This design comes from an exercise in tuning for small area, a short achievable clock period and few clock cycles per item on the open sky130 flow, not from production work. In this exercise RTL edits were held to simulation tests only and were not proved equivalent to the original.

[design/flow/run.sh]
#!/bin/bash
# synth_recipe.tcl (not shown) runs the flow's synth.tcl, then flattens the netlist and writes it again
# the make line also repeats each setting of config.mk as NAME=value (left out here)
make -C /OpenROAD-flow-scripts/flow DESIGN_CONFIG=/design/flow/config.mk WORK_HOME=/design/flow/orfs CLKGATE_MAP_FILE= SYNTH_SCRIPT=/design/flow/synth_recipe.tcl finish
[design/flow/config.mk]
export PLATFORM = sky130hd
export DESIGN_NAME = polar_decoder
export DESIGN_NICKNAME = polar_decoder
export VERILOG_FILES = /design/flow/design.v
export SDC_FILE = /design/flow/constraint.sdc
export NUM_CORES = 4
export LEC_CHECK = 0
export CAP_MARGIN = 20
export CORE_MARGIN = 2
export CORE_UTILIZATION = 40
export SLEW_MARGIN = 20
[design/flow/constraint.sdc]
create_clock -name core_clock -period 10.0 [get_ports {clk}]
set_input_delay 2.0000 -clock core_clock [delete_from_list [all_inputs] [get_ports {clk}]]
set_output_delay 2.0000 -clock core_clock [all_outputs]
set_load 0.01 [all_outputs]
[design/flow/design.v]
`default_nettype none
package polar_pkg;
    typedef logic [16*12-1:0] llr_vec_t;
    typedef logic [16-1:0] msg_t;
endpackage
`default_nettype wire
`default_nettype none
module pfx_carry #(parameter int W = 8)
(
    input  wire [W-1:0] x,
    input  wire [W-1:0] y,
    input  wire         cin,
    output logic        cout
);
    always_comb begin
        logic [W-1:0] g;
        logic [W-1:0] p;
        g = x & y;
        p = x | y;
        g[0] = g[0] | (p[0] & cin);
        for (int d = 1; d < W; d = d * 2) begin
            for (int i = W - 1; i >= d; i--) begin
                g[i] = g[i] | (p[i] & g[i-d]);
                p[i] = p[i] & p[i-d];
            end
        end
        cout = g[W-1];
    end
endmodule
module pfx_add #(parameter int W = 8)
(
    input  wire [W-1:0] x,
    input  wire [W-1:0] y,
    input  wire         cin,
    output logic [W-1:0] s
);
    always_comb begin
        logic [W-1:0] g;
        logic [W-1:0] p;
        logic [W-1:0] h;
        g = x & y;
        p = x ^ y;
        h = p;
        g[0] = g[0] | (p[0] & cin);
        for (int d = 1; d < W; d = d * 2) begin
            for (int i = W - 1; i >= d; i--) begin
                g[i] = g[i] | (p[i] & g[i-d]);
                p[i] = p[i] & p[i-d];
            end
        end
        s[0] = h[0] ^ cin;
        for (int i = 1; i < W; i++) begin
            s[i] = h[i] ^ g[i-1];
        end
    end
endmodule
module mag_gt #(parameter int W = 8)
(
    input  wire [W-1:0] a,
    input  wire [W-1:0] b,
    output logic        gt
);
    logic ge_b;      
    pfx_carry #(.W(W)) u_c (.x(b), .y(~a), .cin(1'b1), .cout(ge_b));
    assign gt = ~ge_b;
endmodule
module pe_f #(parameter int W = 12)
(
    input  wire [W:0]   a,
    input  wire [W:0]   b,
    output logic [W:0]  y
);
    logic a_lt;
    mag_gt #(.W(W)) u_gt (.a(b[W-1:0]), .b(a[W-1:0]), .gt(a_lt));
    assign y = {a[W] ^ b[W], a_lt ? a[W-1:0] : b[W-1:0]};
endmodule
module pe_g_pre #(parameter int W = 12, parameter bit FAST = 1)
(
    input  wire [W:0]   a,
    input  wire [W:0]   b,
    output logic [W:0]  sum,
    output logic [W:0]  dif,         
    output logic        b_ge,        
    output logic        eq           
);
    logic [W:0] d1;
    logic [W:0] d2;
    if (FAST) begin : g_fast
        pfx_add #(.W(W+1)) u_s  (.x({1'b0, b[W-1:0]}), .y({1'b0, a[W-1:0]}), .cin(1'b0), .s(sum));
        pfx_add #(.W(W+1)) u_d1 (.x({1'b0, b[W-1:0]}), .y(~{1'b0, a[W-1:0]}), .cin(1'b1), .s(d1));
        pfx_add #(.W(W+1)) u_d2 (.x({1'b0, a[W-1:0]}), .y(~{1'b0, b[W-1:0]}), .cin(1'b1), .s(d2));
    end else begin : g_slow
        assign sum = {1'b0, b[W-1:0]} + {1'b0, a[W-1:0]};
        assign d1  = {1'b0, b[W-1:0]} - {1'b0, a[W-1:0]};
        assign d2  = {1'b0, a[W-1:0]} - {1'b0, b[W-1:0]};
    end
    assign b_ge = ~d1[W];
    assign dif  = b_ge ? d1 : d2;
    assign eq   = (a[W-1:0] == b[W-1:0]);
endmodule
module pe_g_sel #(parameter int W = 12)
(
    input  wire         sa,
    input  wire         sb,
    input  wire         nza,
    input  wire         nzb,
    input  wire [W:0]   sum,
    input  wire [W:0]   dif,
    input  wire         b_ge,
    input  wire         eq,
    input  wire         t,
    output logic [W+1:0] y,          
    output logic        nz
);
    logic sa_t;
    logic sub;
    assign sa_t = sa ^ t;
    assign sub  = sa_t ^ sb;
    assign y    = sub ? {(b_ge ? sb : sa_t), dif} : {sb, sum};
    assign nz   = sub ? !eq : (nza | nzb);
endmodule
module leaf_pair #(parameter int W = 14)
(
    input  wire [W:0]   l0,
    input  wire [W:0]   l1,
    input  wire         nz0,
    input  wire         nz1,
    input  wire         fr0,
    input  wire         fr1,
    output logic        u0,
    output logic        u1
);
    logic s0, s1;
    logic gt10, gt01;
    logic sum_neg;
    assign s0 = l0[W];
    assign s1 = l1[W];
    mag_gt #(.W(W)) u_a (.a(l1[W-1:0]), .b(l0[W-1:0]), .gt(gt10));
    mag_gt #(.W(W)) u_b (.a(l0[W-1:0]), .b(l1[W-1:0]), .gt(gt01));
    assign sum_neg = gt10 ? s1 : (gt01 ? s0 : (s0 & s1 & nz0));
    assign u0 = !fr0 && nz0 && nz1 && (s0 ^ s1);
    assign u1 = !fr1 && (u0 ? s1 : sum_neg);
endmodule
module sc_quarter #(parameter int W = 13)
(
    input  wire [4*(W+1)-1:0] y,
    input  wire [3:0]         nz,
    input  wire [3:0]         fr,
    output logic [3:0]        u,
    output logic [3:0]        ps
);
    logic [W:0]   y0, y1, y2, y3;
    logic [W:0]   l0, l1;
    logic [W:0]   sum0, dif0, sum1, dif1;
    logic         ge0, eq0, ge1, eq1;
    logic [3:0]   v0, v1;
    logic [1:0]   sel;
    assign y0 = y[0*(W+1) +: W+1];
    assign y1 = y[1*(W+1) +: W+1];
    assign y2 = y[2*(W+1) +: W+1];
    assign y3 = y[3*(W+1) +: W+1];
    pe_f #(.W(W)) u_f0 (.a(y0), .b(y2), .y(l0));
    pe_f #(.W(W)) u_f1 (.a(y1), .b(y3), .y(l1));
    leaf_pair #(.W(W)) u_la (.l0(l0), .l1(l1), .nz0(nz[0] & nz[2]), .nz1(nz[1] & nz[3]),
                             .fr0(fr[0]), .fr1(fr[1]), .u0(u[0]), .u1(u[1]));
    pe_g_pre #(.W(W)) u_g0 (.a(y0), .b(y2), .sum(sum0), .dif(dif0), .b_ge(ge0), .eq(eq0));
    pe_g_pre #(.W(W)) u_g1 (.a(y1), .b(y3), .sum(sum1), .dif(dif1), .b_ge(ge1), .eq(eq1));
    for (genvar j = 0; j < 4; j++) begin : g_spec
        logic [W+1:0] c0, c1;
        logic         nzc0, nzc1;
        pe_g_sel #(.W(W)) u_s0 (.sa(y0[W]), .sb(y2[W]), .nza(nz[0]), .nzb(nz[2]),
                                .sum(sum0), .dif(dif0), .b_ge(ge0), .eq(eq0), .t(j[0]),
                                .y(c0), .nz(nzc0));
        pe_g_sel #(.W(W)) u_s1 (.sa(y1[W]), .sb(y3[W]), .nza(nz[1]), .nzb(nz[3]),
                                .sum(sum1), .dif(dif1), .b_ge(ge1), .eq(eq1), .t(j[1]),
                                .y(c1), .nz(nzc1));
        leaf_pair #(.W(W+1)) u_lb (.l0(c0), .l1(c1), .nz0(nzc0), .nz1(nzc1),
                                   .fr0(fr[2]), .fr1(fr[3]), .u0(v0[j]), .u1(v1[j]));
    end
    assign sel  = {u[1], u[0] ^ u[1]};
    assign u[2] = v0[sel];
    assign u[3] = v1[sel];
    assign ps   = {u[3], u[2] ^ u[3], u[1] ^ u[3], u[0] ^ u[1] ^ u[2] ^ u[3]};
endmodule
module half_stage_a #(parameter int W = 13)
(
    input  wire  [8*(W+1)-1:0] x,
    input  wire  [3:0]         fr,
    output logic [3:0]         u,
    output logic [3:0]         ps,
    output logic [4*(2*W+8)-1:0] gpre       
);
    logic [4*(W+1)-1:0] yl;
    logic [3:0]         nzl;
    for (genvar i = 0; i < 4; i++) begin : g_l
        logic [W:0] a, b;
        logic [W:0] sum, dif;
        logic       ge, eq, nza, nzb;
        assign a   = x[i*(W+1) +: W+1];
        assign b   = x[(i+4)*(W+1) +: W+1];
        assign nza = |a[W-1:0];
        assign nzb = |b[W-1:0];
        pe_f #(.W(W)) u_f (.a(a), .b(b), .y(yl[i*(W+1) +: W+1]));
        assign nzl[i] = nza & nzb;
        pe_g_pre #(.W(W), .FAST(0)) u_p (.a(a), .b(b), .sum(sum), .dif(dif), .b_ge(ge), .eq(eq));
        assign gpre[i*(2*W+8) +: 2*W+8] = {a[W], b[W], nza, nzb, ge, eq, dif, sum};
    end
    sc_quarter #(.W(W)) u_ql (.y(yl), .nz(nzl), .fr(fr), .u(u), .ps(ps));
endmodule
module half_stage_b #(parameter int W = 13)
(
    input  wire  [4*(2*W+8)-1:0] gpre,
    input  wire  [3:0]         psl,
    input  wire  [3:0]         fr,
    output logic [3:0]         u,
    output logic [3:0]         ps
);
    logic [4*(W+2)-1:0] yr;
    logic [3:0]         nzr;
    for (genvar i = 0; i < 4; i++) begin : g_r
        logic [2*W+7:0] p;
        assign p = gpre[i*(2*W+8) +: 2*W+8];
        pe_g_sel #(.W(W)) u_s (.sa(p[2*W+7]), .sb(p[2*W+6]), .nza(p[2*W+5]), .nzb(p[2*W+4]),
                               .sum(p[W:0]), .dif(p[2*W+1:W+1]), .b_ge(p[2*W+3]), .eq(p[2*W+2]),
                               .t(psl[i]), .y(yr[i*(W+2) +: W+2]), .nz(nzr[i]));
    end
    sc_quarter #(.W(W+1)) u_qr (.y(yr), .nz(nzr), .fr(fr), .u(u), .ps(ps));
endmodule
`default_nettype wire
`default_nettype none
module sc_controller
(
    input  wire                   clk,
    input  wire  [192-1:0]   rdata,
    input  wire                   llr_cycle,     
    input  wire  [4:0]            a_k,           
    input  wire                   a_right,       
    output logic                  b_right,       
    output polar_pkg::msg_t       message        
);
    localparam int XW = 14;                      
    localparam int GW = 2*13+8;
    logic [16*13-1:0]    ch_sm;                  
    logic [16*13-1:0]    ch_a;
    logic [16*13-1:0]    ch_b;
    logic [8*XW-1:0]     x_a;
    logic [8*XW-1:0]     x_d;
    logic [15:0]         frozen_a;
    logic [15:0]         frozen_b;
    logic [7:0]          fr_a;
    logic [3:0]          u_a;
    logic [3:0]          ps_a;
    logic [4*GW-1:0]     gpre_a;
    logic [4*GW-1:0]     gpre_b;
    logic [3:0]          psl_b;
    logic [3:0]          ul_b;
    logic [3:0]          fr_b;
    logic [4:0]          k_b;
    logic [3:0]          u_b;
    logic [3:0]          ps_b;
    logic [7:0]          left;
    logic [7:0]          u_half;
    logic [7:0]          u_lo1;
    logic [7:0]          u_lo2;
    logic [15:0]         u_all;
    localparam logic [63:0] RANK = {
        4'd15, 4'd14, 4'd13, 4'd10, 4'd12, 4'd9, 4'd8, 4'd4,
        4'd11, 4'd7,  4'd6,  4'd3,  4'd5,  4'd2, 4'd1, 4'd0
    };
    for (genvar i = 0; i < 16; i++) begin : g_frz
        assign frozen_a[i] = ({1'b0, RANK[4*i +: 4]} + {1'b0, a_k}) < 6'd16;
        assign frozen_b[i] = ({1'b0, RANK[4*i +: 4]} + {1'b0, k_b}) < 6'd16;
    end
    assign fr_a = a_right ? frozen_a[15:8] : frozen_a[7:0];
    for (genvar i = 0; i < 16; i++) begin : g_sm
        logic [11:0] c;
        logic [11:0] below;      
        assign c = rdata[12*i +: 12];
        always_comb begin
            below[0] = 1'b0;
            for (int j = 1; j < 12; j++) begin
                below[j] = below[j-1] | c[j-1];
            end
        end
        assign ch_sm[13*i +: 13] = {c[11], c ^ ({12{c[11]}} & below)};
    end
    for (genvar i = 0; i < 8; i++) begin : g_root
        logic [12:0] fa, fb, fv;
        logic [12:0] ga, gb;
        logic [12:0] sum, dif;
        logic        ge, eq;
        logic [13:0] gv;
        logic        gnz;
        assign fa = ch_sm[13*i +: 13];
        assign fb = ch_sm[13*(i+8) +: 13];
        pe_f #(.W(12)) u_f (.a(fa), .b(fb), .y(fv));
        assign ga = ch_b[13*i +: 13];
        assign gb = ch_b[13*(i+8) +: 13];
        pe_g_pre #(.W(12), .FAST(0)) u_p (.a(ga), .b(gb), .sum(sum), .dif(dif), .b_ge(ge), .eq(eq));
        pe_g_sel #(.W(12)) u_s (.sa(ga[12]), .sb(gb[12]), .nza(|ga[11:0]), .nzb(|gb[11:0]),
                                .sum(sum), .dif(dif), .b_ge(ge), .eq(eq), .t(left[i]),
                                .y(gv), .nz(gnz));
        assign x_d[XW*i +: XW] = llr_cycle ? {fv[12], 1'b0, fv[11:0]} : gv;
    end
    half_stage_a #(.W(13)) u_sa (
        .x    (x_a),
        .fr   (fr_a[3:0]),
        .u    (u_a),
        .ps   (ps_a),
        .gpre (gpre_a)
    );
    half_stage_b #(.W(13)) u_sb (
        .gpre (gpre_b),
        .psl  (psl_b),
        .fr   (fr_b),
        .u    (u_b),
        .ps   (ps_b)
    );
    assign left   = {ps_b, psl_b ^ ps_b};
    assign u_half = {u_b, ul_b};
    always_ff @(posedge clk) begin
        ch_a    <= ch_sm;
        ch_b    <= ch_a;
        x_a     <= x_d;
        gpre_b  <= gpre_a;
        psl_b   <= ps_a;
        ul_b    <= u_a;
        fr_b    <= fr_a[7:4];
        k_b     <= a_k;
        b_right <= a_right;
        u_lo1   <= u_half;
        u_lo2   <= u_lo1;
    end
    assign u_all = {u_half, u_lo2};
    always_comb begin
        logic [4:0] pos;
        message = '0;
        pos     = '0;
        for (int i = 0; i < 16; i++) begin
            for (int j = 0; j < 16; j++) begin
                if (!frozen_b[i] && (pos == 5'(j))) begin
                    message[j] = message[j] | u_all[i];
                end
            end
            pos = pos + {4'd0, !frozen_b[i]};
        end
    end
endmodule
`default_nettype wire
`default_nettype none
module frame_sequencer
(
    input  wire                  clk,
    input  wire                  rst_n,
    input  wire                  module_en,
    input  wire  [192-1:0]  rdata,
    output logic [11-1:0]  raddr,
    output logic                 llr_cycle,
    output logic [4:0]           a_k,
    output logic                 a_right,
    input  wire                  b_right,
    input  wire  polar_pkg::msg_t message,
    output logic [6-1:0]  waddr,
    output polar_pkg::msg_t      wdata,
    output logic                 wen,
    output logic                 proc_done
);
    typedef enum logic [1:0] {
        IDLE,
        READ_COUNT,
        RUN
    } state_t;
    state_t                 state;
    logic [1:0]             slot;        
    logic [6:0]             frame;
    logic [8:0]             addr;
    logic [8:0]             addr_next;
    logic [1:0]             slot_next;
    logic [6:0]             frame_next;
    logic [7-1:0]  n_q;
    logic [7-1:0]  w_cnt;
    logic [4:0]             k_hdr0, k_hdr1;
    logic [4:0]             k_q0, k_q1;
    logic [4:0]             k_clip;
    logic                   a_odd;
    logic [7:0]             a_pkt;
    logic                   a_valid;
    logic                   a_last;
    logic                   b_valid;
    logic                   b_last;
    assign raddr     = {{(11-9){1'b0}}, addr};
    assign waddr     = w_cnt[6-1:0];
    assign llr_cycle = (state == RUN) && slot[1];
    assign k_clip    = (rdata[10 +: 8] >= 8'(16)) ? 5'd16 : rdata[10 +: 5];
    assign a_odd   = ~slot[0];
    assign a_right = (slot == 2'd1) || (slot == 2'd2);
    assign a_pkt   = (slot == 2'd3) ? {frame, 1'b0} : ({frame, 1'b0} - 8'd2 + {7'd0, a_odd});
    assign a_valid = (state == RUN) && ((slot == 2'd3) || (frame != '0)) && (a_pkt < {1'b0, n_q});
    assign a_last  = (a_pkt == {1'b0, n_q} - 8'd1);
    assign a_k     = a_odd ? k_q1 : k_q0;
    assign slot_next  = slot + 2'd1;
    assign frame_next = (slot == 2'd3) ? frame + 7'd1 : frame;
    always_comb begin
        case (slot_next)
            2'd0:    addr_next = {frame_next, 2'd1};
            2'd1:    addr_next = {frame_next, 2'd3};
            2'd2:    addr_next = {frame_next, 2'd2};
            default: addr_next = {frame_next, 2'd0} + 9'd4;
        endcase
    end
    always_ff @(posedge clk or negedge rst_n) begin
        if (!rst_n) begin
            state     <= IDLE;
            slot      <= '0;
            frame     <= '0;
            addr      <= '0;
            n_q       <= '0;
            w_cnt     <= '0;
            b_valid   <= 1'b0;
            b_last    <= 1'b0;
            wen       <= 1'b0;
            proc_done <= 1'b0;
        end else begin
            b_valid   <= a_valid && a_right;
            b_last    <= a_last;
            wen       <= 1'b0;
            proc_done <= 1'b0;
            if (wen) begin
                w_cnt <= w_cnt + 1'b1;
            end
            case (state)
                IDLE: begin
                    if (module_en) begin
                        state <= READ_COUNT;
                        w_cnt <= '0;
                    end
                end
                READ_COUNT: begin
                    n_q <= rdata[7-1:0];
                    if (rdata[7-1:0] == '0) begin
                        state     <= IDLE;
                        proc_done <= 1'b1;
                    end else begin
                        state <= RUN;
                        slot  <= 2'd0;
                        frame <= '0;
                        addr  <= 9'd1;
                    end
                end
                RUN: begin
                    slot  <= slot_next;
                    frame <= frame_next;
                    addr  <= addr_next;
                    if (b_valid) begin
                        wen <= 1'b1;
                        if (b_last) begin
                            state     <= IDLE;
                            addr      <= '0;
                            proc_done <= 1'b1;
                        end
                    end
                end
                default: state <= IDLE;
            endcase
        end
    end
    always_ff @(posedge clk) begin
        if (state == RUN) begin
            case (slot)
                2'd0:    k_hdr0 <= k_clip;
                2'd1:    k_hdr1 <= k_clip;
                2'd2:    k_q0   <= k_hdr0;
                default: k_q1   <= k_hdr1;
            endcase
        end
        wdata <= message;
    end
endmodule
`default_nettype wire
`default_nettype none
module polar_decoder
(
    input  wire                  clk,
    input  wire                  rst_n,
    input  wire                  module_en,
    input  wire  [192-1:0]  rdata,
    output logic [11-1:0]  raddr,
    output logic [6-1:0]  waddr,
    output logic [16-1:0]  wdata,
    output logic                 wen,
    output logic                 proc_done
);
    polar_pkg::msg_t  message;
    logic [4:0]       a_k;
    logic             llr_cycle;
    logic             a_right;
    logic             b_right;
    frame_sequencer u_seq (
        .clk       (clk),
        .rst_n     (rst_n),
        .module_en (module_en),
        .rdata     (rdata),
        .raddr     (raddr),
        .llr_cycle (llr_cycle),
        .a_k       (a_k),
        .a_right   (a_right),
        .b_right   (b_right),
        .message   (message),
        .waddr     (waddr),
        .wdata     (wdata),
        .wen       (wen),
        .proc_done (proc_done)
    );
    sc_controller u_ctrl (
        .clk       (clk),
        .rdata     (rdata),
        .llr_cycle (llr_cycle),
        .a_k       (a_k),
        .a_right   (a_right),
        .b_right   (b_right),
        .message   (message)
    );
endmodule
`default_nettype wire
==> results of run 1 <==
critical path: stages, from the launching register on:
cell and delay [ns]:
dfxtp_1 0.63, xor2_1 0.26, xnor2_4 0.52, mux2i_1 0.62
inv_1 0.29, ha_1 0.71, nand2_1 0.24, a21oi_1 0.24
o21ai_1 0.15, a211oi_2 0.54, buf_4 0.26, nor2_1 0.10
o311ai_0 0.62, nor2_1 0.14, maj3_1 0.42, a2111oi_0 0.59
o21a_1 0.27, o211a_1 0.18, a2111oi_0 0.07, a211oi_1 0.58
a31oi_2 0.13, and2_4 0.34, xnor3_1 0.42, buf_4 0.24
mux2i_1 0.24, xnor2_1 0.09, mux2i_1 0.68
state kept, by name, indices dropped and copies added, names as in the netlist, 5 cells and up:
signal,count
u_ctrl.ch_a,208
u_ctrl.ch_b,208
u_ctrl.gpre_b,132
u_ctrl.x_a,112
u_seq.wdata,16
u_seq.addr,9
u_ctrl.u_lo1,8
u_ctrl.u_lo2,8
u_seq.frame,7
u_seq.n_q,7
u_seq.w_cnt,6
u_ctrl.k_b,5
u_seq.k_hdr0,5
u_seq.k_hdr1,5
u_seq.k_q0,5
u_seq.k_q1,5
Yosys cell counts (all sizes together) (62+ instances only):
| master | count |
|---|---|
| xnor2 | 316 |
| xor2 | 196 |
| o211ai | 69 |
| nand4 | 87 |
| nand2 | 568 |
| nor4 | 92 |
| a21oi | 509 |
| nand2b | 105 |
| and2 | 62 |
| nor2b | 90 |
| maj3 | 126 |
| ha | 663 |
| a221oi | 71 |
| buf | 77 |
| a211oi | 85 |
| mux2i | 399 |
| inv | 774 |
| nand3 | 115 |
| clkbuf | 189 |
| nor2 | 610 |
| o21bai | 148 |
| o31ai | 92 |
| o21ai | 428 |
| dfxtp | 708 |
| nor3 | 127 |
| a21o | 134 |
| a31oi | 89 |
cells by family after synthesis:
| family | count (synthesis) | synth area share (%) |
|---|---|---|
| compound gates | 2107 | 22.6 |
| buf+inv | 1043 | 6.38 |
| fa+ha+maj | 833 | 16.3 |
| flops | 765 | 24.5 |
| other cells | 1 | 0.00586 |
| simple gates | 2075 | 15.7 |
| xor+xnor | 521 | 7.46 |
| mux | 441 | 7.01 |
how the worst max path moves through the flow:
stage                                  startpoint                 endpoint  slack (ns)  cells after the start
after floorplan            u_ctrl.x_a[57]$_DFF_P_  u_ctrl.psl_b[0]$_DFF_P_        2.47                     29
after global placement    u_ctrl.psl_b[3]$_DFF_P_   u_ctrl.x_a[65]$_DFF_P_        0.22                     26
after detailed placement  u_ctrl.psl_b[3]$_DFF_P_   u_ctrl.x_a[62]$_DFF_P_        0.18                     26
after CTS                 u_ctrl.psl_b[3]$_DFF_P_   u_ctrl.x_a[62]$_DFF_P_        0.13                     26
after global routing      u_ctrl.psl_b[3]$_DFF_P_   u_ctrl.x_a[65]$_DFF_P_        0.04                     26
final                     u_ctrl.psl_b[3]$_DFF_P_   u_ctrl.x_a[65]$_DFF_P_        0.22                     26
per-stage QoR:
stage          worst slack, ns  util (%)  hold WS [ns]  cell area [sq um]  std cells
6_report                 0.223      45.1         0.303              71500      10100
5_1_grt                 0.0370      45.1         0.315              71500      10100
4_1_cts                  0.133      45.0         0.312              71400      10000
3_5_place_dp             0.182      43.1         0.312              68400       9893
3_3_place_gp             0.221      43.1         0.310              68400       9893
2_1_floorplan             2.47         -         0.310              64000       7787
final cells by class:
cell class                 count  area (sq um)  share of cell area [%]
antenna                        3          7.51                  0.0105
clock buffer                 108          2380                    3.32
clock inverter                47           659                   0.922
inverter                     777          2920                    4.08
multi-input combinational   5979         44400                    62.1
sequential                   765         15700                    22.0
tap                         2072          2590                    3.62
timing repair buffer         308          2880                    4.02
what timing repair did:
| action | 4_1_cts | 5_1_grt |
|---|---|---|
| endpoints found under the setup margin | 0 | 10 |
| setup buffers | 0 | 8 |
| resized for setup | 0 | 4 |
layer usage:
layer | vias up | part of all wire [%]
li1 | 27900 | -
met5 | - | 0.0058
met4 | 2 | 2.8
met1 | 27200 | 47
met2 | 1696 | 45
met3 | 260 | 5.5
==> results by group, run 1 <==
Cells and area
  – Layout cell share with drive strength beyond 1: 5.77%
  – Commonest non-fill, non-tap cell in the layout: inv_1
  – Fill cells: 15800
  – Nets: 8818
  – Most used cells in the layout excluding fill and tap cells: inv_1 (766), dfxtp_1 (708), ha_1 (663), nor2_1 (606), nand2_1 (566)
  – Area Overhead vs Synth: 11.8%

STA
  – Fin Setup TNS: 0 ns
  – Slew at the pin closest to its max-slew limit: 1.09 ns
  – Relative slew margins: 25.5%
  – RSZ-0062 raised after global routing: no
  – Final setup fails: 0
  – Fin. Hold Viols: 0
  – Fin crit share: 97.8%
  – Fin. max-slew vios: 0
  – Worst Skew: 0.0584 ns
  – Max frequency: 0.102 GHz
  – Post-route minimum period: 9.78 ns

Synthesis
  – Top cells by area, synth: dfxtp_1 (22%), ha_1 (13%), mux2i_1 (6.2%), inv_1 (4.5%), xnor2_1 (4.3%)
  – Share of flip-flops with an asynchronous set or reset: 4.84%
  – Post-Syn Area: 64000 sq um
  – Post-synth EDFFs: 20
  – Netlist cell types: 144
  – Ys Warns: 8
  – Synth Flop Type: dfxtp_1
  – Post-synth top area share: 22.2%
  – #FFs+latches synth: 765
  – Syn_area_per_cell: 8.21 sq um
  – Seq/Total Area, Yosys: 24.5%
  – Mapped Cells: 7786
  – Largest area contributor in the netlist: dfxtp_1

GRT
  – Vias in the first global route: 54300
  – Met2 global-route usage: 40.1%
  – Initial antenna violation count: 2
  – First-pass GRT wire length: 320 mm
  – GRT met3 Usage: 2.80%
  – GR Layer Usage met1: 34.4%
  – Total Routing Usage GR: 24.7%
  – Total gr overflow: 0
  – GRT busiest layer: met2
  – Largest net degree at the start of global routing: 64

Setup path
  – Reg-to-reg startpoint: u_ctrl.psl_b[3]$_DFF_P_
  – Crit path max fanout: 16
  – Critical path capture point type: flip-flop
  – WS Path Type: reg2reg
  – R2r setup slk: 0.22 ns
  – Arr. time, crit path: 10.32 ns
  – CP Launch Type: flip-flop
  – Worst Path Required: 10.55 ns
  – Reg2reg end: u_ctrl.x_a[65]$_DFF_P_
  – R2R cell count: 26

Run
  – # Max-Cap Violations: 0

Die
  – Row Count: 146
  – Die area: 163000 sq um
  – CORE AREA: 159000 sq um
  – Initial core utilization: 40.3%
  – I/O pins: 230
  – Chip Height: 404 um
  – Chip Width: 404 um

Worst hold path
  – Hold endpoint: u_ctrl.ch_b[115]$_DFF_P_
  – Worst Hold Class: reg2reg
  – Hold_sp: u_ctrl.ch_a[115]$_DFF_P_
  – Hold path cells: 0

Clock network
  – CTS tree: done
  – Hold-fix buffer count after cts: 0
  – TritonCTS buffer count: 85
  – CTS sink cnt: 765
  – Worst skew pair latency: 0.73 ns
  – Clock Pin Slew Worst Setup and Hold Paths: 0.06 ns
  – CTS root buffer: clkbuf_16
  – Max clock buf depth: 3
  – H-tree lvl count: 3

Placement
  – Gpl congestion: 1.01
  – Port Buf Inserts: 227
  – HPWL after DPL: 172 mm

Drt
  – First-pass DRT Iterations: 7
  – Initial drt markers: 4682
  – Vias: 57000
  – Final antenna-violating net count: 0
  – Total Wirelength: 208 mm
  – Drt via density: 5.67
  – DRC Markers: 0
  – Routed wire length per instance: 20.7 um

Run status
  – Status: timing/DRC/antenna clean
Testbench counts, summed over its fixed seeds: cycles 2,238, packets 760.
==> run 2: changes to the inputs <==
--- a/design/flow/design.v
+++ b/design/flow/design.v
@@ -84,18 +84,22 @@
     output logic        eq           
 );
     logic [W:0] d1;
-    logic [W:0] d2;
+    logic [W:0] below;       
     if (FAST) begin : g_fast
         pfx_add #(.W(W+1)) u_s  (.x({1'b0, b[W-1:0]}), .y({1'b0, a[W-1:0]}), .cin(1'b0), .s(sum));
         pfx_add #(.W(W+1)) u_d1 (.x({1'b0, b[W-1:0]}), .y(~{1'b0, a[W-1:0]}), .cin(1'b1), .s(d1));
-        pfx_add #(.W(W+1)) u_d2 (.x({1'b0, a[W-1:0]}), .y(~{1'b0, b[W-1:0]}), .cin(1'b1), .s(d2));
     end else begin : g_slow
         assign sum = {1'b0, b[W-1:0]} + {1'b0, a[W-1:0]};
         assign d1  = {1'b0, b[W-1:0]} - {1'b0, a[W-1:0]};
-        assign d2  = {1'b0, a[W-1:0]} - {1'b0, b[W-1:0]};
+    end
+    always_comb begin
+        below[0] = 1'b0;
+        for (int j = 1; j <= W; j++) begin
+            below[j] = below[j-1] | d1[j-1];
+        end
     end
     assign b_ge = ~d1[W];
-    assign dif  = b_ge ? d1 : d2;
+    assign dif  = d1 ^ ({(W+1){d1[W]}} & below);
     assign eq   = (a[W-1:0] == b[W-1:0]);
 endmodule
 module pe_g_sel #(parameter int W = 12)
--- a/design/flow/config.mk
+++ b/design/flow/config.mk
@@ -5,7 +5,9 @@
 export SDC_FILE = /design/flow/constraint.sdc
 export NUM_CORES = 4
 export LEC_CHECK = 0
+export ABC_AREA = 1
 export CAP_MARGIN = 20
 export CORE_MARGIN = 2
-export CORE_UTILIZATION = 40
+export CORE_UTILIZATION = 55
+export SETUP_SLACK_MARGIN = 2.5
 export SLEW_MARGIN = 20
==> results by group, run 2 <==
Run status
  – Status: timing/DRC/antenna clean

Die
  – Chip Width: 333 um (-18%)
  – Initial core utilization: 55.5% (+15 points)
  – Row Count: 120 (-18%)
  – CORE AREA: 107000 sq um (-32%)
  – Chip Height: 333 um (-18%)
  – Die area: 111000 sq um (-32%)
  – I/O pins: 230 (unchanged)

Setup path
  – Reg-to-reg startpoint: u_ctrl.psl_b[3]$_DFF_P_
  – Worst Setup SP: u_ctrl.psl_b[3]$_DFF_P_
  – Largest stage delay on the critical path: 0.94 ns (+0.23 ns)
  – Critical path capture point type: flip-flop
  – WS Path Type: reg2reg
  – Worst path most repeated cell: nand2_1
  – CP max stage cell: o21ai_0
  – CP Launch Type: flip-flop
  – Crit path max fanout: 27 (+11)
  – Crit path to: u_ctrl.x_a[12]$_SDFF_PP0_
  – R2R cell count: 37 (+42%)
  – Worst Path Required: 10.53 ns (-0.02 ns)
  – R2r setup slk: 2.84 ns (+2.62 ns)
  – Reg2reg end: u_ctrl.x_a[12]$_SDFF_PP0_
  – Arr. time, crit path: 7.69 ns (-2.63 ns)

Clock network
  – CTS tree: done
  – Worst skew pair latency: 0.66 ns (-0.07 ns)
  – CTS root buffer: clkbuf_16
  – Max clock buf depth: 3 (unchanged)
  – CTS sink cnt: 765 (unchanged)
  – TritonCTS buffer count: 80 (-5.9%)
  – Clock Pin Slew Worst Setup and Hold Paths: 0.06 ns (about the same)
  – Hold-fix buffer count after cts: 0 (unchanged)
  – H-tree lvl count: 3 (unchanged)

Cells and area
  – Nets: 9690 (+9.9%)
  – Post-layout util: 61.6% (+16 points)
  – Fill cells: 10100 (-36%)
  – Regs by FF count: u_ctrl.ch_a: 208 flops, u_ctrl.ch_b: 208 flops, u_ctrl.gpre_b: 132 flops
  – Non-Filler Instances: 10400 (+2.9%)
  – Commonest non-fill, non-tap cell in the layout: nand2_1
  – Area Overhead vs Synth: 10.9%
  – Layout cell share with drive strength beyond 1: 3.61% (-2.2 points)
  – Most used cells in the layout excluding fill and tap cells: nand2_1 (1735), inv_1 (1451), nor2_1 (754), dfxtp_1 (705), o21ai_0 (607)

GRT
  – Total gr overflow: 0 (unchanged)
  – Vias in the first global route: 52100 (-4.1%)
  – First-pass GRT wire length: 277 mm (-13%)
  – Total Routing Usage GR: 31.0% (+6.3 points)
  – Initial antenna violation count: 7 (+5)
  – Largest net degree at the start of global routing: 79 (+23%)

Placement
  – Port Buf Inserts: 227 (unchanged)
  – Gpl congestion: 0.992 (-1.8%)
  – Placed Instances: 10200 (+3.2%)
  – HPWL after DPL: 147 mm (-14%)

Synthesis
  – Seq/Total Area, Yosys: 26.4% (+1.8 points)
  – Post-synth top cells: nand2_1 (1752), inv_1 (1452), nor2_1 (754), dfxtp_1 (708), o21ai_0 (638)
  – Synth Area in Adders: 13.2% (-3.1 points)
  – Top cells by area, synth: dfxtp_1 (24%), ha_1 (12%), nand2_1 (11%), inv_1 (9.2%), xor2_1 (6.7%)
  – Xor-xnor portion of the synthesized cell area: 10.2% (+2.7 points)
  – Netlist cell types: 73 (-49%)
  – Syn_area_per_cell: 6.82 sq um (-17%)
  – Compound-Gate Fraction of Synth Area: 15.6% (-6.9 points)
  – Simple-Gate Fraction of Synth Area: 24.0% (+8.3 points)
  – Post-synth top area share: 23.8% (+1.6 points)
  – #FFs+latches synth: 765 (unchanged)
  – Mapped Cells: 8731 (+12%)
  – Synth Flop Type: dfxtp_1
  – Post-synth EDFFs: 20 (unchanged)
  – Ys Warns: 12 (+4)
  – Mux cell area share after synthesis: 0.0378% (-7.0 points)
  – Largest area contributor in the netlist: dfxtp_1
  – Post-Syn Area: 59500 sq um (-6.9%)
  – Share of flip-flops with an asynchronous set or reset: 4.84% (unchanged)
  – Top-count cell post-synth: nand2_1
  – Main combinational cell family by area after synthesis: simple AND/OR/NAND/NOR gates

Drt
  – Drt via density: 5.37 (-5.3%)
  – First-pass DRT Iterations: 6 (-1)
  – Total Wirelength: 177 mm (-15%)
  – Routed wire length per instance: 17.1 um (-18%)
  – Final antenna-violating net count: 0 (unchanged)
  – Initial drt markers: 4221 (-9.8%)
  – DRC Markers: 0 (unchanged)
  – Vias: 55600 (-2.5%)

Worst hold path
  – Worst Hold Class: reg2reg

STA
  – Worst Skew: 0.0342 ns (-0.0242 ns)
  – Post-route minimum period: 7.16 ns (-2.62 ns)
  – Final setup fails: 0 (unchanged)
  – Slew at the pin closest to its max-slew limit: 1.12 ns (+0.0387 ns)
  – Fin Setup TNS: 0 ns (unchanged)
  – Fin. Hold Viols: 0 (unchanged)
  – Fin crit share: 71.6% (-26 points)
  – Max frequency: 0.140 GHz (+37%)
  – RSZ-0062 raised after global routing: yes
  – Fin. max-slew vios: 0 (unchanged)
  – Relative slew margins: 24.2% (-1.3 points)

Run
  – # Max-Cap Violations: 0 (unchanged)
==> run 2: metrics by stage <==
step | hold WS, ns | cell area (sq um) | worst slack (ns)
final | 0.311 | 66000 | 2.84
after global routing | 0.311 | 66000 | 2.47
after CTS | 0.312 | 65800 | 2.51
after detailed placement | 0.312 | 63000 | 2.15
after global placement | 0.310 | 63000 | 2.30
after floorplan | 0.310 | 59500 | 3.20
==> run 2: final cells by class <==
cell class / instances / area [sq um] / area share [%]
timing repair buffer: 254 / 2470 / 3.74
multi-input combinational: 6312 / 37700 / 57.2
clock inverter: 37 / 504 / 0.764
antenna: 2 / 5.00 / 0.00758
tap: 1403 / 1760 / 2.66
sequential: 765 / 15700 / 23.8
clock buffer: 108 / 2290 / 3.47
inverter: 1473 / 5540 / 8.39
==> run 2: how the worst min path moves through the flow <==
stage               cells after the start                    start  slack, ns                 endpoint
CTS                                     0  u_ctrl.u_lo1[0]$_DFF_P_       0.31  u_ctrl.u_lo2[0]$_DFF_P_
floorplan                               0   u_ctrl.ch_a[0]$_DFF_P_       0.31   u_ctrl.ch_b[0]$_DFF_P_
finish                                  0  u_ctrl.u_lo1[0]$_DFF_P_       0.31  u_ctrl.u_lo2[0]$_DFF_P_
detailed placement                      0   u_ctrl.ch_a[0]$_DFF_P_       0.31   u_ctrl.ch_b[0]$_DFF_P_
global placement                        0  u_ctrl.ch_a[62]$_DFF_P_       0.31  u_ctrl.ch_b[62]$_DFF_P_
global route                            0  u_ctrl.u_lo1[0]$_DFF_P_       0.31  u_ctrl.u_lo2[0]$_DFF_P_
==> run 2: timing repair <==
action                     CTS  global route
resized for setup           15            72
setup endpoints to repair   79           117
buffers inserted             1             0
pin swaps                    1             0
==> run 2: worst max-delay path, delay by kind of cell (launching register included) <==
family                   cells  cell delay [ns]
AND/OR/NAND/NOR             23             3.02
flip-flops                   1             0.41
XOR/XNOR                     3             0.62
buffers and inverters        4             0.96
AO/OA/AOI/OAI                6             1.80
adder cells (fa/ha/maj)      1             0.20
==> run 2: cell families after synthesis <==
group | count (synthesis)
compound gates | 1638
xor+xnor | 681
fa+ha+maj | 609
buf+inv | 1655
flops | 765
mux | 2
other cells | 1
simple gates | 3380
==> run 2: metal layers <==
layer  track usage [%]  vias to the layer above  wire length (um)
met4              11.7                        6              6840
met2              51.0                     1552             79400
met5                 0                        -                38
met1              41.8                    25400             80300
met3              3.26                      280             10100
li1                  -                    28300                 -
Testbench counts of run 2, summed over its fixed seeds: cycles 2,238, packets 760.
==> run 3: changes to the inputs <==
--- a/design/flow/config.mk
+++ b/design/flow/config.mk
@@ -5,9 +5,8 @@
 export SDC_FILE = /design/flow/constraint.sdc
 export NUM_CORES = 4
 export LEC_CHECK = 0
-export ABC_AREA = 1
 export CAP_MARGIN = 20
 export CORE_MARGIN = 2
 export CORE_UTILIZATION = 55
-export SETUP_SLACK_MARGIN = 2.5
+export SETUP_SLACK_MARGIN = 1.5
 export SLEW_MARGIN = 20
==> results by group, run 3 <==
Run status
  – Status: timing/DRC/antenna clean

Synthesis
  – Syn_area_per_cell: 8.13 sq um (+19%)
  – Largest area contributor in the netlist: dfxtp_1
  – #FFs+latches synth: 765 (unchanged)
  – Post-synth EDFFs: 20 (unchanged)
  – Seq/Total Area, Yosys: 26.2% (-0.13 points)
  – Mapped Cells: 7354 (-16%)
  – Netlist cell types: 112 (+53%)
  – Ys Warns: 12 (unchanged)
  – Post-synth top area share: 23.7% (-0.11 points)
  – Share of flip-flops with an asynchronous set or reset: 4.84% (unchanged)
  – Synth Flop Type: dfxtp_1
  – Post-Syn Area: 59800 sq um (+0.48%)
  – Post-synth top cells: nor2_1 (754), dfxtp_1 (708), inv_1 (643), ha_1 (577), nand2_1 (509)
  – Top-count cell post-synth: nor2_1
  – Top cells by area, synth: dfxtp_1 (24%), ha_1 (12%), xnor2_1 (6.8%), nor2_1 (4.7%), mux2i_1 (4.4%)

Setup path
  – CP max stage cell: dfxtp_1
  – Largest stage delay on the critical path: 0.59 ns (-0.35 ns)
  – Reg2reg end: u_ctrl.psl_b[0]$_DFF_P_
  – Crit path to: u_ctrl.psl_b[0]$_DFF_P_
  – Reg-to-reg startpoint: u_ctrl.x_a[85]$_DFF_P_
  – CP Launch Type: flip-flop
  – R2R cell count: 31 (-16%)
  – R2r setup slk: 1.72 ns (-1.11 ns)
  – Worst Path Required: 10.55 ns (+0.02 ns)
  – Worst Setup SP: u_ctrl.x_a[85]$_DFF_P_
  – Crit path max fanout: 15 (-44%)
  – Arr. time, crit path: 8.82 ns (+1.13 ns)
  – WS Path Type: reg2reg
  – Critical path capture point type: flip-flop

Clock network
  – TritonCTS buffer count: 81 (+1.3%)
  – CTS sink cnt: 765 (unchanged)
  – CTS root buffer: clkbuf_16
  – H-tree lvl count: 3 (unchanged)
  – Hold-fix buffer count after cts: 0 (unchanged)
  – Worst skew pair latency: 0.68 ns (+0.02 ns)
  – CTS tree: done
  – Max clock buf depth: 3 (unchanged)
  – Clock Pin Slew Worst Setup and Hold Paths: 0.07 ns (about the same)

Run
  – # Max-Cap Violations: 0 (unchanged)

STA
  – Final hold slack: 0.315 ns (+0.00414 ns)
  – Post-route minimum period: 8.28 ns (+1.11 ns)
  – Relative slew margins: 32.7% (+8.5 points)
  – Fin crit share: 82.8% (+11 points)
  – Fin Setup TNS: 0 ns (unchanged)
  – Fin. Hold Viols: 0 (unchanged)
  – RSZ-0062 raised after global routing: yes
  – Final setup fails: 0 (unchanged)
  – Fin. max-slew vios: 0 (unchanged)
  – Slew at the pin closest to its max-slew limit: 1.00 ns (-0.124 ns)
  – Worst Skew: 0.0304 ns (-0.00382 ns)
  – Max frequency: 0.121 GHz (-13%)

GRT
  – Largest net degree at the start of global routing: 72 (-8.9%)
  – Total gr overflow: 0 (unchanged)
  – First-pass GRT wire length: 275 mm (-0.86%)
  – Initial antenna violation count: 3 (-4)
  – Total Routing Usage GR: 30.8% (-0.20 points)
  – Vias in the first global route: 49900 (-4.3%)

Cells and area
  – Nets: 8299 (-14%)
  – Fill cells: 9499 (-5.6%)
  – Area Overhead vs Synth: 12.5%
  – Regs by FF count: u_ctrl.ch_a: 208 flops, u_ctrl.ch_b: 208 flops, u_ctrl.gpre_b: 132 flops
  – Non-Filler Instances: 8966 (-13%)
  – Layout cell share with drive strength beyond 1: 6.43% (+2.8 points)
  – Commonest non-fill, non-tap cell in the layout: nor2_1
  – Most used cells in the layout excluding fill and tap cells: nor2_1 (751), dfxtp_1 (705), inv_1 (643), ha_1 (571), nand2_1 (506)

Worst hold path
  – Worst Hold Class: reg2reg

Placement
  – HPWL after DPL: 144 mm (-2.1%)
  – Port Buf Inserts: 227 (unchanged)
  – Placed Instances: 8795 (-14%)
  – Gpl congestion: 0.987 (-0.52%)

Drt
  – Vias: 52600 (-5.4%)
  – Routed wire length per instance: 19.9 um (+17%)
  – DRC Markers: 0 (unchanged)
  – Final antenna-violating net count: 0 (unchanged)
  – Initial drt markers: 4241 (+0.47%)
  – First-pass DRT Iterations: 6 (unchanged)
  – Total Wirelength: 178 mm (+0.93%)
  – Drt via density: 5.86 (+9.3%)

Die
  – Row Count: 120 (unchanged)
  – Chip Width: 334 um (+0.24%)
  – I/O pins: 230 (unchanged)
  – Die area: 111000 sq um (+0.48%)
  – CORE AREA: 108000 sq um (+0.28%)
  – Initial core utilization: 55.6% (+0.11 points)
  – Chip Height: 334 um (+0.24%)
-- run 3: metrics by stage --
stage / utilization, % / setup slack, ns / instance area (sq um)
floorplan: - / 2.20 / 59800
CTS: 62.0 / 1.53 / 66600
global placement: 59.1 / 0.697 / 63500
detailed placement: 59.1 / 0.525 / 63500
global route: 62.6 / 1.42 / 67300
finish: 62.6 / 1.72 / 67300
-- run 3: worst min-delay path by stage --
stage	to	startpoint	depth (start not counted)	slack, ns
floorplan	u_ctrl.ch_b[0]$_DFF_P_	u_ctrl.ch_a[0]$_DFF_P_	0	0.31
global placement	u_ctrl.ch_b[182]$_DFF_P_	u_ctrl.ch_a[182]$_DFF_P_	0	0.31
global route	u_ctrl.ch_b[129]$_DFF_P_	u_ctrl.ch_a[129]$_DFF_P_	0	0.32
finish	u_ctrl.ch_b[191]$_DFF_P_	u_ctrl.ch_a[191]$_DFF_P_	0	0.31
CTS	u_ctrl.ch_b[129]$_DFF_P_	u_ctrl.ch_a[129]$_DFF_P_	0	0.31
detailed placement	u_ctrl.ch_b[102]$_DFF_P_	u_ctrl.ch_a[102]$_DFF_P_	0	0.31
-- run 3: critical path, delay by kind of cell, from the launching register on --
family,cells,cell delay (ns)
xor gates and xnor gates,3,0.65
buffers and inverters,2,0.41
adders and majority gates,2,0.61
muxes,2,0.67
AOI/OAI and AO/OA,16,3.37
and+or+nand+nor,6,1.83
DFF,1,0.59
-- run 3: layout make-up --
| type | instances | area (sq um) | share of cell area [%] |
|---|---|---|---|
| inverter | 652 | 2450 | 3.64 |
| tap | 1403 | 1760 | 2.61 |
| clock buffer | 106 | 2330 | 3.47 |
| sequential | 765 | 15700 | 23.3 |
| timing repair buffer | 321 | 3000 | 4.46 |
| clock inverter | 44 | 542 | 0.805 |
| multi-input combinational | 5674 | 41500 | 61.7 |
| antenna | 1 | 2.50 | 0.00372 |
-- run 3: timing repair --
item                                    in CTS  in global routing
pin swaps                                    2                 11
endpoints found under the setup margin     122                120
setup buffers                                3                 16
resized for setup                           54                116
gates cloned                                 0                  1
-- run 3: kinds of logic (layout without fill, tap and decap cells) --
logic type	Yosys count	count (layout)	synth area share [%]
AOI/OAI and AO/OA	1835	1835	20.4
xor gates and xnor gates	761	762	11.4
adders and majority gates	710	710	14.8
buffers and inverters	917	1123	5.84
DFF	765	765	26.2
muxes	284	284	4.83
other	1	3	0.00627
and+or+nand+nor	2081	2081	16.4
-- run 3: routing by layer --
metal | vias to the layer above | part of all wire [%] | wire length [um] | track usage [%]
met2 | 1530 | 46 | 82500 | 52.0
met3 | 343 | 5.1 | 9100 | 3.37
met4 | 2 | 4.6 | 8170 | 12.6
met5 | - | 0.0056 | 10 | 0
li1 | 26000 | - | - | -
met1 | 24700 | 44 | 78600 | 40.1
==> run 4: changes to the inputs <==
--- a/design/flow/config.mk
+++ b/design/flow/config.mk
@@ -5,8 +5,9 @@
 export SDC_FILE = /design/flow/constraint.sdc
 export NUM_CORES = 4
 export LEC_CHECK = 0
+export ABC_AREA = 1
 export CAP_MARGIN = 20
 export CORE_MARGIN = 2
-export CORE_UTILIZATION = 55
-export SETUP_SLACK_MARGIN = 1.5
+export CORE_UTILIZATION = 65
+export SETUP_SLACK_MARGIN = 4
 export SLEW_MARGIN = 20
==> results by group, run 4 <==
Run status
  – Status: timing/DRC/antenna clean

Die
  – I/O pins: 230 (unchanged)
  – CORE AREA: 90400 sq um (-16%)
  – Row Count: 110 (-8.3%)
  – Chip Height: 307 um (-8.1%)
  – Die area: 94000 sq um (-16%)
  – Chip Width: 307 um (-8.1%)
  – Initial core utilization: 65.8% (+10 points)

Synthesis
  – Top-count cell post-synth: nand2_1
  – Mapped Cells: 8731 (+19%)
  – Netlist cell types: 73 (-35%)
  – Post-synth top cells: nand2_1 (1752), inv_1 (1452), nor2_1 (754), dfxtp_1 (708), o21ai_0 (638)
  – #FFs+latches synth: 765 (unchanged)
  – Post-Syn Area: 59500 sq um (-0.48%)
  – Post-synth EDFFs: 20 (unchanged)
  – Ys Warns: 12 (unchanged)
  – Seq/Total Area, Yosys: 26.4% (+0.13 points)
  – Share of flip-flops with an asynchronous set or reset: 4.84% (unchanged)
  – Top cells by area, synth: dfxtp_1 (24%), ha_1 (12%), nand2_1 (11%), inv_1 (9.2%), xor2_1 (6.7%)
  – Syn_area_per_cell: 6.82 sq um (-16%)
  – Synth Flop Type: dfxtp_1
  – Largest area contributor in the netlist: dfxtp_1
  – Post-synth top area share: 23.8% (+0.11 points)

Drt
  – Drt via density: 5.93 (+1.2%)
  – Total Wirelength: 205 mm (+15%)
  – Routed wire length per instance: 19.8 um (-0.43%)
  – Final antenna-violating net count: 0 (unchanged)
  – Initial drt markers: 6685 (+58%)
  – First-pass DRT Iterations: 19 (+13)
  – DRC Markers: 0 (unchanged)
  – Vias: 61500 (+17%)

Clock network
  – TritonCTS buffer count: 79 (-2.5%)
  – Worst skew pair latency: 0.67 ns (about the same)
  – CTS root buffer: clkbuf_16
  – CTS tree: done
  – Clock Pin Slew Worst Setup and Hold Paths: 0.07 ns (about the same)
  – Max clock buf depth: 3 (unchanged)
  – CTS sink cnt: 765 (unchanged)
  – Hold-fix buffer count after cts: 0 (unchanged)
  – H-tree lvl count: 3 (unchanged)

Placement
  – Post-placement cell area: 62800 sq um (-1.1%)
  – Gpl congestion: 1.05 (+6.1%)
  – Port Buf Inserts: 227 (unchanged)
  – HPWL after DPL: 148 mm (+2.4%)

GRT
  – First-pass GRT wire length: 293 mm (+6.8%)
  – Total Routing Usage GR: 38.8% (+8.0 points)
  – Largest net degree at the start of global routing: 75 (+4.2%)
  – Vias in the first global route: 56500 (+13%)
  – Total gr overflow: 0 (unchanged)
  – Initial antenna violation count: 11 (+8)

STA
  – RSZ-0062 raised after global routing: yes
  – Fin Setup TNS: 0 ns (unchanged)
  – Fin. max-slew vios: 0 (unchanged)
  – Worst Skew: 0.0511 ns (+0.0207 ns)
  – Fin crit share: 63.0% (-20 points)
  – Slew at the pin closest to its max-slew limit: 1.18 ns (+0.181 ns)
  – Max frequency: 0.159 GHz (+31%)
  – Post-route minimum period: 6.30 ns (-1.98 ns)
  – Relative slew margins: 21.2% (-11 points)
  – Fin. Hold Viols: 0 (unchanged)
  – Final setup fails: 0 (unchanged)

Cells and area
  – Layout cell share with drive strength beyond 1: 12.6% (+6.2 points)
  – Area Overhead vs Synth: 19.9%
  – Commonest non-fill, non-tap cell in the layout: nand2_1
  – Nets: 9928 (+20%)
  – Regs by FF count: u_ctrl.ch_a: 208 flops, u_ctrl.ch_b: 208 flops, u_ctrl.gpre_b: 132 flops
  – Final instance area: 71400 sq um (+6.0%)
  – Post-layout util: 78.9% (+16 points)
  – Most used cells in the layout excluding fill and tap cells: nand2_1 (1640), inv_1 (1404), nor2_1 (702), dfxtp_1 (656), ha_1 (510)

Setup path
  – Worst Path Required: 10.54 ns (about the same)
  – Critical path capture point type: flip-flop
  – CP Launch Type: flip-flop
  – Worst path most repeated cell: nand2_1
  – CP max stage cell: dfxtp_4
  – Arr. time, crit path: 6.84 ns (-1.98 ns)
  – WS Path Type: reg2reg
  – Crit path max fanout: 12 (-3)
  – Largest stage delay on the critical path: 0.36 ns (-0.23 ns)

Worst hold path
  – Worst Hold Class: reg2reg

Run
  – # Max-Cap Violations: 0 (unchanged)
-- run 4: worst max-delay path, delay by kind of cell, from the launching register on --
kind | cells | cell delay [ns]
AND/OR/NAND/NOR | 21 | 2.45
AO/OA/AOI/OAI | 8 | 1.54
buffers and inverters | 6 | 1.03
XOR/XNOR | 2 | 0.49
flip-flops | 1 | 0.36
adder cells (fa/ha/maj) | 1 | 0.26
-- run 4: repair_timing --
action	CTS	global route
pin swaps	72	250
resized for setup	350	805
setup buffers	103	117
gates cloned	9	21
setup endpoints to repair	128	125
-- run 4: final cells by class --
class	instances	area (sq um)
Multi-Input combinational cell	6335	41400
Fill cell	6210	19100
Sequential cell	765	15800
Inverter	1473	5610
Timing Repair Buffer	468	4340
Clock buffer	104	2230
Tap cell	1176	1470
Clock inverter	38	453
Timing Repair inverter	2	11.3
Antenna cell	3	7.51
-- run 4: routing by layer --
layer  vias to the layer above  track usage [%]  wire, um
li1                      28800                -         -
met1                     28300             47.8     77500
met2                      3406             65.2     92900
met3                       953             6.07     19900
met4                         6             21.2     14900
met5                         -                0        82
-- run 4: cells by family (layout without fill, tap and decap cells) --
group	after synthesis	count (layout)	share of synthesized area (%)
AO/OA/AOI/OAI	1638	1638	15.6
flip-flops	765	765	26.4
multiplexers	2	2	0.0378
adder cells (fa/ha/maj)	609	609	13.2
other	1	5	0.00630
XOR/XNOR	681	682	10.2
buffers and inverters	1655	2085	10.6
AND/OR/NAND/NOR	3380	3402	24.0
-- run 4: path summary, 6_finish.rpt --
kind	startpoint	endpoint	slack, ns	cells past startpoint
worst max-delay path	u_ctrl.gpre_b[67]$_DFF_P_	u_seq.wdata[10]$_DFF_P_	3.70	38
worst min-delay path	u_ctrl.ch_a[18]$_DFF_P_	u_ctrl.ch_b[18]$_DFF_P_	0.32	0
worst max register to register	u_ctrl.gpre_b[67]$_DFF_P_	u_seq.wdata[10]$_DFF_P_	3.70	38
worst min register to register	u_ctrl.ch_a[18]$_DFF_P_	u_ctrl.ch_b[18]$_DFF_P_	0.32	0
max in group asynchronous	rst_n	u_seq.w_cnt[4]$_DFF_PN0_	8.02	1
min in group asynchronous	rst_n	u_seq.addr[3]$_DFFE_PN0P_	1.45	1
-- run 4: stage by stage --
stage / cells / hold WS (ns) / worst slack, ns
4_1_cts: 10200 / 0.319 / 4.00
5_1_grt: 10400 / 0.319 / 3.44
2_1_floorplan: 8732 / 0.310 / 4.01
3_5_place_dp: 9969 / 0.312 / 2.13
3_3_place_gp: 9969 / 0.310 / 2.25
6_report: 10400 / 0.317 / 3.70
==> run 5: changes to the inputs <==
--- a/design/flow/config.mk
+++ b/design/flow/config.mk
@@ -8,6 +8,7 @@
 export ABC_AREA = 1
 export CAP_MARGIN = 20
 export CORE_MARGIN = 2
-export CORE_UTILIZATION = 65
-export SETUP_SLACK_MARGIN = 4
+export CORE_UTILIZATION = 55
+export SETUP_SLACK_MARGIN = 3.5
 export SLEW_MARGIN = 20
+export TNS_END_PERCENT = 100
==> results by group, run 5 <==
Run status
  – Status: timing/DRC/antenna clean

GRT
  – Initial antenna violation count: 2 (-9)
  – Total Routing Usage GR: 30.8% (-8.0 points)
  – First-pass GRT wire length: 274 mm (-6.5%)
  – Largest net degree at the start of global routing: 96 (+28%)
  – Vias in the first global route: 51600 (-8.6%)
  – Total gr overflow: 0 (unchanged)

STA
  – Fin. Hold Viols: 0 (unchanged)
  – Relative slew margins: 15.8% (-5.5 points)
  – Final hold slack: 0.308 ns (-0.00944 ns)
  – RSZ-0062 raised after global routing: no
  – Final setup fails: 0 (unchanged)
  – Fin. max-slew vios: 0 (unchanged)
  – Fin crit share: 62.9% (-0.097 points)
  – Slew at the pin closest to its max-slew limit: 1.25 ns (+0.0690 ns)
  – Fin Setup TNS: 0 ns (unchanged)
  – Max frequency: 0.159 GHz (+0.15%)
  – Worst Skew: 0.0241 ns (-0.0270 ns)
  – Post-route minimum period: 6.29 ns (-0.00966 ns)

Synthesis
  – Share of flip-flops with an asynchronous set or reset: 4.84% (unchanged)
  – Syn_area_per_cell: 6.82 sq um (unchanged)
  – Top cells by area, synth: dfxtp_1 (24%), ha_1 (12%), nand2_1 (11%), inv_1 (9.2%), xor2_1 (6.7%)
  – Top-count cell post-synth: nand2_1
  – Largest area contributor in the netlist: dfxtp_1
  – Post-Syn Area: 59500 sq um (unchanged)
  – Post-synth top cells: nand2_1 (1752), inv_1 (1452), nor2_1 (754), dfxtp_1 (708), o21ai_0 (638)
  – Ys Warns: 12 (unchanged)
  – Netlist cell types: 73 (unchanged)
  – Seq/Total Area, Yosys: 26.4% (unchanged)
  – #FFs+latches synth: 765 (unchanged)
  – Mapped Cells: 8731 (unchanged)
  – Post-synth EDFFs: 20 (unchanged)
  – Post-synth top area share: 23.8% (unchanged)
  – Synth Flop Type: dfxtp_1

Die
  – Row Count: 120 (+9.1%)
  – Initial core utilization: 55.5% (-10 points)
  – CORE AREA: 107000 sq um (+19%)
  – Chip Width: 333 um (+8.6%)
  – Die area: 111000 sq um (+18%)
  – I/O pins: 230 (unchanged)
  – Chip Height: 333 um (+8.6%)

Setup path
  – R2r setup slk: 3.71 ns (about the same)
  – WS Path Type: reg2reg
  – Arr. time, crit path: 6.81 ns (-0.03 ns)
  – Critical path capture point type: flip-flop
  – CP Launch Type: flip-flop
  – Crit path max fanout: 8 (-4)
  – Worst Path Required: 10.52 ns (-0.02 ns)
  – Worst path most repeated cell: nand2_1
  – CP max stage cell: o21ai_0
  – Largest stage delay on the critical path: 0.43 ns (+0.07 ns)

Clock network
  – CTS tree: done
  – Clock Pin Slew Worst Setup and Hold Paths: 0.06 ns (about the same)
  – Worst skew pair latency: 0.65 ns (-0.02 ns)
  – Max clock buf depth: 3 (unchanged)
  – Hold-fix buffer count after cts: 0 (unchanged)
  – TritonCTS buffer count: 81 (+2.5%)
  – CTS root buffer: clkbuf_16
  – CTS sink cnt: 765 (unchanged)
  – H-tree lvl count: 3 (unchanged)

Drt
  – First-pass DRT Iterations: 6 (-13)
  – Drt via density: 5.39 (-9.1%)
  – Vias: 56300 (-8.4%)
  – Met2 wire len: 80.5 mm (-13%)
  – Final antenna-violating net count: 0 (unchanged)
  – DRC Markers: 0 (unchanged)
  – Total Wirelength: 180 mm (-12%)
  – Uppermost routed layer: met5
  – Met3 routed WL: 10.6 mm (-47%)
  – M1 WL: 81.1 mm (+4.7%)
  – Initial drt markers: 4352 (-35%)
  – Routed wire length per instance: 17.2 um (-13%)

Placement
  – HPWL after DPL: 148 mm (about the same)
  – Port Buf Inserts: 227 (unchanged)
  – Post-placement cell area: 63100 sq um (+0.45%)
  – Gpl congestion: 0.974 (-7.0%)

Worst hold path
  – Worst Hold Class: reg2reg

Cells and area
  – Nets: 9775 (-1.5%)
  – Commonest non-fill, non-tap cell in the layout: nand2_1
  – Area Overhead vs Synth: 14.0%
  – Regs by FF count: u_ctrl.ch_a: 208 flops, u_ctrl.ch_b: 208 flops, u_ctrl.gpre_b: 132 flops
  – Layout cell share with drive strength beyond 1: 6.88% (-5.7 points)
  – Fill cells: 9843 (+59%)
  – Post-layout util: 63.3% (-16 points)
  – Final instance area: 67800 sq um (-4.9%)
  – Most used cells in the layout excluding fill and tap cells: nand2_1 (1708), inv_1 (1437), nor2_1 (735), dfxtp_1 (686), ha_1 (543)

Run
  – # Max-Cap Violations: 0 (unchanged)
-- run 5: cell counts after synthesis --
No cell type changed its count.
-- run 5: path summary, 6_finish.rpt --
| path | endpoint | startpoint | cells past startpoint |
|---|---|---|---|
| hold / removal | u_ctrl.ch_b[64]$_DFF_P_ | u_ctrl.ch_a[64]$_DFF_P_ | 0 |
| setup reg to reg | u_ctrl.psl_b[2]$_DFF_P_ | u_ctrl.x_a[99]$_DFF_P_ | 42 |
| setup / recovery | u_ctrl.psl_b[2]$_DFF_P_ | u_ctrl.x_a[99]$_DFF_P_ | 42 |
| min in group asynchronous | u_seq.w_cnt[3]$_DFF_PN0_ | rst_n | 1 |
| hold reg to reg | u_ctrl.ch_b[64]$_DFF_P_ | u_ctrl.ch_a[64]$_DFF_P_ | 0 |
| max in group asynchronous | u_seq.addr[3]$_DFFE_PN0P_ | rst_n | 1 |
-- run 5: kinds of logic (layout without fill, tap and decap cells) --
logic type | count (synthesis) | after routing | synth area share (%)
buffers and inverters | 1655 | 1947 | 10.6
adder cells (fa/ha/maj) | 609 | 609 | 13.2
XOR/XNOR | 681 | 681 | 10.2
AO/OA/AOI/OAI | 1638 | 1639 | 15.6
multiplexers | 2 | 2 | 0.0378
flip-flops | 765 | 765 | 26.4
AND/OR/NAND/NOR | 3380 | 3394 | 24.0
other | 1 | 4 | 0.00630
-- run 5: worst max-delay path, delay by kind of cell, from the launching register on --
family                   cells  cell delay, ns
XOR/XNOR                     2            0.25
buffers and inverters        6            0.81
flip-flops                   1            0.40
adder cells (fa/ha/maj)      2            0.51
AND/OR/NAND/NOR             21            2.14
AO/OA/AOI/OAI               11            2.05
-- run 5: per-stage QoR --
stage / std cells / worst slack (ns)
final: 10400 / 3.71
after CTS: 10400 / 3.50
after global placement: 10200 / 2.22
after detailed placement: 10200 / 2.08
after global routing: 10400 / 3.33
after floorplan: 8732 / 3.59
-- run 5: layout make-up --
| cell class | instances | area [sq um] | area share, % |
|---|---|---|---|
| Timing Repair Buffer | 323 | 3030 | 4.46 |
| Clock inverter | 43 | 409 | 0.603 |
| Antenna cell | 2 | 5.00 | 0.00738 |
| Tap cell | 1403 | 1760 | 2.59 |
| Multi-Input combinational cell | 6327 | 39000 | 57.5 |
| Inverter | 1473 | 5560 | 8.20 |
| Clock buffer | 108 | 2350 | 3.47 |
| Sequential cell | 765 | 15700 | 23.2 |
-- run 5: metal layers --
| metal | vias up | GRT usage (%) |
|---|---|---|
| li1 | 28500 | - |
| met1 | 25700 | 41.5 |
| met2 | 1813 | 50.5 |
| met3 | 336 | 2.73 |
| met4 | 2 | 12.8 |
| met5 | - | 0 |
-- run 5: timing repair --
action	in CTS	in global routing
endpoints found under the setup margin	124	126
cloned	0	16
resized for setup	132	348
buffers inserted	4	62
pin swaps	4	85

## re-timing with driven ports
No port has a modelled driver above. Below, the same layouts with a new extraction and two added sets of constraints.
Step 1 assumes that a clkbuf_16 drives the clock port and a buf_2 every other input.
Step 2 moves the port delays by t, midway between the first and last clock arrival at a register: inputs arrive t later, outputs are due t later. That takes back most of the time a late clock gives input paths.
Three values: ideal, step 1, step 2; two values: the first two.
run | t (ns) | setup slack, ns | latest minus earliest clock arrival (ns)
run 1 | 0.780 | 0.223 / 0.223 / 0.223 | 0.060 / 0.059
run 2 | 0.716 | 2.840 / 2.840 / 2.840 | 0.034 / 0.035
run 3 | 0.742 | 1.725 / 1.725 / 1.725 | 0.033 / 0.033
run 4 | 0.718 | 3.704 / 3.704 / 3.704 | 0.051 / 0.051
run 5 | 0.708 | 3.714 / 3.714 / 3.714 | 0.025 / 0.025
After both steps setup and hold are still met in every run listed.
